This is an optimization exercise on Yosys and OpenROAD, whose aim is small area, not a production implementation. Function was checked by simulation only, so behaviour that the tests miss may differ from the original.

## rev 12
## riscv_multicycle_top
module riscv_multicycle_top
#(
	parameter int              CNT_W    = 32,
	parameter logic [XLEN-1:0] RESET_PC = '0
) (
	input  logic                                clk,
	input  logic                                rst,
	output logic [XLEN-1:0]                     pc,
	output logic                                inst_req_valid,
	input  logic                                inst_req_ready,
	input  logic [XLEN-1:0]                     instruction,
	input  logic                                inst_valid,
	output logic                                inst_ready,
	output logic [XLEN-1:0]                     mem_address,
	output logic                                mem_write,
	output logic [XLEN-1:0]                     write_data,
	output logic                                mem_read,
	input  logic                                mem_req_ready,
	input  logic [XLEN-1:0]                     read_data,
	input  logic                                read_data_valid,
	output logic                                read_data_ready,
	output logic                                retire_valid,
	output logic                                retire_wen,
	output logic [REG_ADDR_W-1:0]               retire_rd,
	output logic [XLEN-1:0]                     retire_data,
	output logic [XLEN-1:0]                     retire_pc,
	output logic [NUM_EVENTS-1:0][CNT_W-1:0]    perf_cnt
);
clock: 15.0 ns
lec_check: 0
abc_area: 1
cap_margin: 5
core_margin: 2
core_utilization: 65
cts_cluster_diameter: 80
cts_cluster_size: 28
slew_margin: 5
standard.sh (not shown) runs the stock make flow with config.mk's settings and CLKGATE_MAP_FILE= SYNTH_SCRIPT=/design/flow/synth_recipe.tcl, a recipe that flattens the netlist after the stock synthesis.
==> flow/flow/run.sh <==
#!/bin/bash
# Own layout flow: the standard layout (standard.sh), with three changes.
#  - Synthesis maps the combinational logic with an area-oriented ABC script
#    (flow/abc.script) instead of ORFS's. Flip-flops are mapped before ABC runs,
#    so they keep the standard synthesis's names and cells.
#  - Port buffers are sky130_fd_sc_hd__buf_1 cells (every port still gets one).
#  - Clock tree synthesis inserts no dummy loads.
# Tool output: flow.log (make and the tools it runs); ORFS's per-step logs are
# under orfs/logs/.
set -euo pipefail
W=$(pwd)

# ORFS's synth.tcl with the ABC script swapped
sed -e "s#^source \$::env(SCRIPTS_DIR)/synth_preamble.tcl\$#&\nset abc_args [lreplace \$abc_args 1 1 $W/flow/abc.script]#" \
	"$FLOW_HOME/scripts/synth.tcl" > "$W/area_synth.tcl"
grep -q "flow/abc.script" "$W/area_synth.tcl"
# The standard flow's synthesis wrapper and layout command, pointed at it
sed -e "s#\$::env(SCRIPTS_DIR)/synth.tcl#$W/area_synth.tcl#" "$W/synth_recipe.tcl" > "$W/area_synth_recipe.tcl"
grep -q "area_synth.tcl" "$W/area_synth_recipe.tcl"
sed -e "s#SYNTH_SCRIPT=[^ ]*#SYNTH_SCRIPT=$W/area_synth_recipe.tcl#" "$W/standard.sh" > "$W/area_standard.sh"
grep -q "area_synth_recipe.tcl" "$W/area_standard.sh"

export BUFFER_PORTS_ARGS="-buffer_cell sky130_fd_sc_hd__buf_1"
# ORFS's clock tree options with config.mk's clustering (28 sinks, 80 um), no dummy loads
export CTS_ARGS="-sink_clustering_enable -repair_clock_nets -sink_clustering_size 28 -sink_clustering_max_diameter 80 -dont_use_dummy_load"
bash "$W/area_standard.sh" finish > "$W/flow.log" 2>&1
==> flow/flow/abc.script <==
&get -n
&st
&dch
&nf -R 1000 -p -F 8 -C 32
&put
topo
stime -c
Changes in rev 13 relative to rev 12:
-- flow/flow/run.sh --
<<< rev 12, line 1
#!/bin/bash
# Own layout flow: the standard layout (standard.sh), with three changes.
#  - Synthesis maps the combinational logic with an area-oriented ABC script
>>> rev 13, line 1
#!/bin/bash
# Own layout flow: the standard layout (standard.sh), with two changes.
#  - Synthesis maps the combinational logic with an area-oriented ABC script
<<< rev 12, line 6
#  - Port buffers are sky130_fd_sc_hd__buf_1 cells (every port still gets one).
#  - Clock tree synthesis inserts no dummy loads.
# Tool output: flow.log (make and the tools it runs); ORFS's per-step logs are
>>> rev 13, line 6
#  - Port buffers are sky130_fd_sc_hd__buf_1 cells (every port still gets one).
# Tool output: flow.log (make and the tools it runs); ORFS's per-step logs are
<<< rev 12, line 23
export BUFFER_PORTS_ARGS="-buffer_cell sky130_fd_sc_hd__buf_1"
# ORFS's clock tree options with config.mk's clustering (28 sinks, 80 um), no dummy loads
export CTS_ARGS="-sink_clustering_enable -repair_clock_nets -sink_clustering_size 28 -sink_clustering_max_diameter 80 -dont_use_dummy_load"
bash "$W/area_standard.sh" finish > "$W/flow.log" 2>&1
>>> rev 13, line 22
export BUFFER_PORTS_ARGS="-buffer_cell sky130_fd_sc_hd__buf_1"
bash "$W/area_standard.sh" finish > "$W/flow.log" 2>&1
==> flow/flow/abc.script <==
&get -n
&st
&dch -f
&nf -R 1000 -p -F 8 -C 32
&put
topo
stime -c
--- outcome ---
In the flow results for rev 12 and rev 13, the met3 layer usage reported by global route is larger on rev 13. Post-synthesis instance total: rev 13 vs rev 12 up 24. Rev 13: full flow OK, the timing, DRC and antenna checks passed. Ratio of cells with drive above 1 in the final layout of rev 12 is on par with rev 13. Initial antenna violation count: rev 13 vs rev 12 identical. Post-layout worst setup margin: rev 13 better than rev 12. When rev 13 is measured against rev 12, its sequential share of layout area turns out 0.15 points lower.

-- re-timing with driven ports --
How much do the figures lean on ideal ports? The routed layouts below were timed once more, with nothing changed but the port constraints. Step 1 sets driving cells, clkbuf_16 on the clock port and buf_2 on the other inputs (assumed; they add their load-dependent delay and slew). Step 2 also shifts input and output timing later by t, the mid clock arrival at the registers, as if the neighbouring blocks saw the same clock. Three values: no drivers, after step 1, after step 2; two values: the first two.
run	t (ns)	setup WS [ns]	clock arrival spread, ns	cell pins on the clock port's net
rev 12	0.694	0.962 / 0.887 / 1.581	0.103 / 0.104	1
rev 13	0.760	1.210 / 1.136 / 1.546	0.047 / 0.047	1
After both steps setup and hold are still met in every run listed.
